Source: an optimization exercise on an open RTL-to-GDS flow (aim: small area, a short achievable clock period and few clock cycles per item). Production flows keep margins and buffers that such runs may drop.
In this exercise RTL edits were held to simulation tests only and were not proved equivalent to the original.
Power is estimated from default activity; no workload was simulated.

## sierra
==> flow/design.v (excerpt) <==
module mvm_accum (
    input  logic        clk,
    input  logic        rst,
    input  logic        clr,
    input  logic        s_valid,
    output logic        s_ready,
    input  logic [15:0] s_x,
    input  logic [47:0] s_w,
    output logic        m_valid,
    input  logic        m_ready,
    output logic [47:0] m_data,
    output logic [2:0]  m_ovf
);
Settings: LEC_CHECK=0, CAP_MARGIN=20, CORE_MARGIN=2, CORE_UTILIZATION=40, SLEW_MARGIN=20, SYNTH_HIERARCHICAL=1; clock period 9.0 ns.
standard.sh (not shown) runs the stock make flow with config.mk's settings and CLKGATE_MAP_FILE= SYNTH_SCRIPT=/design/flow/synth_recipe.tcl, a recipe that flattens the netlist after the stock synthesis.
==> flow/flow/run.sh <==
#!/bin/bash
set -euo pipefail
mapfile -t KNOBS < <(grep -v '^\s*\(#\|$\)' flow/knobs.txt)
bash standard.sh "${KNOBS[@]}" finish > orfs_make.log 2>&1
==> flow/flow/knobs.txt <==
SETUP_SLACK_MARGIN=5.95
MATCH_CELL_FOOTPRINT=0
BUFFER_PORTS_ARGS=-buffer_cell sky130_fd_sc_hd__buf_2
CTS_ARGS=-sink_clustering_enable -repair_clock_nets -buf_list sky130_fd_sc_hd__clkbuf_16 -root_buf sky130_fd_sc_hd__clkbuf_16 -sink_clustering_buffer sky130_fd_sc_hd__clkbuf_16 -sink_buffer_max_cap_derate 0.04 -sink_clustering_size 30 -sink_clustering_max_diameter 120
Testbench counts of sierra, summed over its fixed seeds: cycles 3,624, items 1,200.
### sierra -> ember
==> flow/flow/knobs.txt <==
SETUP_SLACK_MARGIN=5.95
MATCH_CELL_FOOTPRINT=0
BUFFER_PORTS_ARGS=-buffer_cell sky130_fd_sc_hd__buf_2
CTS_ARGS=-sink_clustering_enable -repair_clock_nets -buf_list sky130_fd_sc_hd__clkbuf_16 -root_buf sky130_fd_sc_hd__clkbuf_16 -sink_clustering_buffer sky130_fd_sc_hd__clkbuf_16 -sink_buffer_max_cap_derate 0.04 -sink_clustering_size 30 -sink_clustering_max_diameter 140
Findings:
- Relative to sierra, the global-route wire length before repair measured on ember has decreased slightly.
- The flow did not stop early for ember: all stages ran, and the layout cleared the timing, DRC and antenna checks.
- Min count of cells along the worst register-to-register path across sierra and ember: sierra
- Maximum ir drop on the vdd rail in ember vs sierra: down 0.98 uV
- ember: via count of the first global-routing pass 119 below sierra
- The run showing the greater wire length per cell after detailed routing is ember.
- As far as setup slack of the critical path after layout is concerned, ember and sierra perform about the same.
- sierra and ember ended up with roughly the same final area.
- Changes observed in ember relative to sierra: power density relative to cell area fell about 0.5%, pin count of the biggest net entering global routing about even, clock latency on the worst-skew pair about even, core area about even.
The inputs of garnet differ from those of ember as listed below.
Settings: putting CTS_CLUSTER_SIZE at 40 where nothing was set.
==> flow/flow/knobs.txt <==
SETUP_SLACK_MARGIN=5.8
MATCH_CELL_FOOTPRINT=0
BUFFER_PORTS_ARGS=-buffer_cell sky130_fd_sc_hd__buf_2
Findings:
Sequential share of layout area ended up 0.72 points lower on garnet than on ember. Compared with ember, in garnet DRC marker count from the first detailed-route iteration fell by 51, clock buffer count in the final layout went up, clock network latency to the later pin of the worst-skew pair went up 0.02 ns, setup slack lower. Synthesized cell area across garnet and ember: no real change. Row non-clock buffer share of cell area: garnet lower / ember higher. Compared with ember, garnet ends up with more cell area.
Relative to garnet, the following input files were edited for fjord:
==> flow/flow/knobs.txt <==
SETUP_SLACK_MARGIN=5.95
MATCH_CELL_FOOTPRINT=0
BUFFER_PORTS_ARGS=-buffer_cell sky130_fd_sc_hd__buf_2
REMOVE_ABC_BUFFERS=1
Findings:
- From garnet to fjord the numbers moved as follows: setup slack went up; minimum clock period went down.
- Compared with garnet, in fjord clock share of power shows a reduction of 2.4 points, cell count up 78.
- [compare] base=garnet new=fjord: final instance area grew by 900 sq um; routed length on met2 grew by about 6%; die area held steady.
- Comparing fjord with garnet, the sequential share of layout area came out essentially unchanged.
- Area added between synthesis and finish is lower on garnet
- Diff garnet -> fjord: total via count after detailed routing rose 2.4%; CTS buffer count fell 4.
Inputs modified between fjord and nickel:
==> flow/flow/knobs.txt <==
SETUP_SLACK_MARGIN=6.03
MATCH_CELL_FOOTPRINT=0
BUFFER_PORTS_ARGS=-buffer_cell sky130_fd_sc_hd__buf_2
Notes after the runs:
- A worst setup path category of register to register is what nickel shows, while register to primary output belongs to fjord.
- Side by side, final setup slack of the worst path turned out lower in nickel than in fjord.
- | clock-buffer cell count | higher: nickel |
- Note that the non-clock buffer count recorded for nickel amounts to 1.3 times the value seen in fjord.
- Timing startpoint of the critical path = s_busy: fjord; timing startpoint of the critical path = g_lane[0].u_lane.first: nickel

---

job 101:
Starting RTL as in the previous note.
Design mvm_accum, start of the top module:
module mvm_accum (
    input  logic        clk,
    input  logic        rst,
    input  logic        clr,
    input  logic        s_valid,
    output logic        s_ready,
    input  logic [15:0] s_x,
    input  logic [47:0] s_w,
    output logic        m_valid,
    input  logic        m_ready,
    output logic [47:0] m_data,
    output logic [2:0]  m_ovf
);
    logic [1:0] bc;           
    logic       iv;           
    logic       ilast;        
    logic       afull;        
    logic       s_busy;       
    assign s_ready = ~s_busy;
    wire acc_b  = s_valid & s_ready & ~clr;
    wire o_load = afull & ~m_valid;
    wire [1:0] bc_n    = clr ? 2'd0 : acc_b ? ((bc == 2'd2) ? 2'd0 : bc + 2'd1) : bc;
    wire       afull_n = ~clr & ((iv & ilast) | (afull & ~o_load));
    wire       mval_n  = ~clr & (o_load | (m_valid & ~m_ready));
    wire [16:0] xe = {s_x, 1'b0};
    logic [7:0] eneg, eone, etwo;
    always_comb begin
        for (int i = 0; i < 8; i++) begin
            eneg[i] = xe[2*i+2] & ~(xe[2*i+1] & xe[2*i]);
            eone[i] = xe[2*i+1] ^ xe[2*i];
            etwo[i] = (xe[2*i+2] & ~xe[2*i+1] & ~xe[2*i]) | (~xe[2*i+2] & xe[2*i+1] & xe[2*i]);
        end
    end
    always_ff @(posedge clk or posedge rst) begin
        if (rst) begin
  ...
export LEC_CHECK = 0
export CAP_MARGIN = 20
export CORE_MARGIN = 2
export CORE_UTILIZATION = 40
export CTS_BUF_LIST = sky130_fd_sc_hd__clkbuf_4 sky130_fd_sc_hd__clkbuf_8
export CTS_CLUSTER_SIZE = 40
export SLEW_MARGIN = 20
export SYNTH_HIERARCHICAL = 1
create_clock -name core_clock -period 9.0 [get_ports {clk}]
==> flow/flow/knobs.txt <==
SETUP_SLACK_MARGIN=5.95
MATCH_CELL_FOOTPRINT=0
BUFFER_PORTS_ARGS=-buffer_cell sky130_fd_sc_hd__buf_2
Scripts as last shown in full above: flow/flow/run.sh
Job 101 went all the way through synthesis, placement and routing and the layout is clean on timing, DRC and antenna.
Testbench counts of job 101, summed over its fixed seeds: cycles 3,624, items 1,200.
diff inputs: job 101 => job 102
diff --git a/flow/config.mk b/flow/config.mk
--- a/flow/config.mk
+++ b/flow/config.mk
@@ -10,3 +10 @@
-export CORE_UTILIZATION = 40
-export CTS_BUF_LIST = sky130_fd_sc_hd__clkbuf_4 sky130_fd_sc_hd__clkbuf_8
-export CTS_CLUSTER_SIZE = 40
+export CORE_UTILIZATION = 60
### Flow results
In the metrics for job 102 and job 101, the one carrying the lower tap cell instance count is job 102. Relative to job 101, post-CTS setup buffer count increased by 3 in job 102. Overall routed net length: job 101 vs job 102 — no meaningful difference. Critical path depth was higher in job 102 than in job 101. Row cell area after layout: job 102 lower / job 101 higher. Relative to job 101, the combinational power measured on job 102 has increased slightly. Run comparison: job 102 worst setup path startpoint g_lane[2].u_lane.first; job 101 worst setup path startpoint g_lane[1].u_lane.data[14]. Fraction of met1 tracks used by global routing came out higher on job 102 than on job 101. From job 101 to job 102, cell area after synthesis did not move at all. Startpoint-to-endpoint class of the critical path: reg2out -> job 101, reg2reg -> job 102.
Inputs modified between job 102 and job 103:
==> flow/flow/knobs.txt <==
SETUP_SLACK_MARGIN=5.5
MATCH_CELL_FOOTPRINT=0
BUFFER_PORTS_ARGS=-buffer_cell sky130_fd_sc_hd__buf_2
diff --git a/flow/config.mk b/flow/config.mk
--- a/flow/config.mk
+++ b/flow/config.mk
@@ -10 +10 @@
-export CORE_UTILIZATION = 60
+export CORE_UTILIZATION = 40
==> run summary <==
- Taking job 102 as the reference, in job 103 cell count of the worst reg-to-reg path down 1; area share of buffers outside the clock network down 2.0 points; global placement routability congestion down 4.0%.
- Summary — part of the power in the clock network, job 103 relative to job 102: higher, by 1.2 points.
- The run with more setup slack is job 102; job 103 has less.
- Cmp job 103 and job 102 / overall power of the completed layout / higher: job 102
- Route | job 103 vs job 102 | wire shorter in job 103
- Job 103 vs job 102, final cell count went up by about 8%.
- Job 103 ends up with lower global-route usage than job 102 does.
- Diff job 102 -> job 103 | number of well taps | increase of 54%
diff inputs: job 103 => job 104
==> flow/flow/knobs.txt <==
SETUP_SLACK_MARGIN=5.95
MATCH_CELL_FOOTPRINT=0
BUFFER_PORTS_ARGS=-buffer_cell sky130_fd_sc_hd__buf_2
diff --git a/flow/config.mk b/flow/config.mk
--- a/flow/config.mk
+++ b/flow/config.mk
@@ -10,0 +11 @@
+export CTS_CLUSTER_SIZE = 40
--- outcome ---
Job 104: clock-buffer cell count lower than job 103. Compared with job 103, job 104 shows a lower post-route fraction of the period consumed by the critical path. Of job 104 and job 103, the run reporting the higher wire length after detailed routing was job 104. In the reports for job 104 and job 103, the smaller data required time of the critical path belongs to job 104.

-- separate check: timing with driven ports --
The flow's constraints put no driver on any port. The routed layouts listed below were extracted and timed again, unchanged, in two steps. Step 1: set_driving_cell puts a clkbuf_16 on clk and a buf_2 on each other input, an assumption about the parent block. Step 2, shift: input delay + t, output delay - t, t = (earliest + latest rising clock arrival at the registers) / 2. This alone moves slack from input paths to output paths. Three values: ideal ports, drivers, drivers and shift; two values: the first two.
run | shift t [ns] | setup slack, ns | worst setup path at the end
sierra | 0.643 | 5.990 / 5.927 / 5.701 | input to register
ember | 0.631 | 5.990 / 5.924 / 5.709 | input to register
garnet | 0.661 | 5.892 / 5.892 / 5.699 | input to register
fjord | 0.664 | 5.993 / 5.928 / 5.669 | input to register
nickel | 0.660 | 5.968 / 5.938 / 5.740 | input to register
job 101 | 0.738 | 5.898 / 5.836 / 5.685 | input to register
job 102 | 0.659 | 5.986 / 5.935 / 5.679 | input to register
job 103 | 0.660 | 5.570 / 5.570 / 5.570 | register to register
job 104 | 0.664 | 5.968 / 5.903 / 5.696 | input to register
After both steps every run listed still meets setup and hold. For fjord, which loses most, drivers alone change the setup slack by -0.065 ns; drivers and shift together by -0.324 ns.
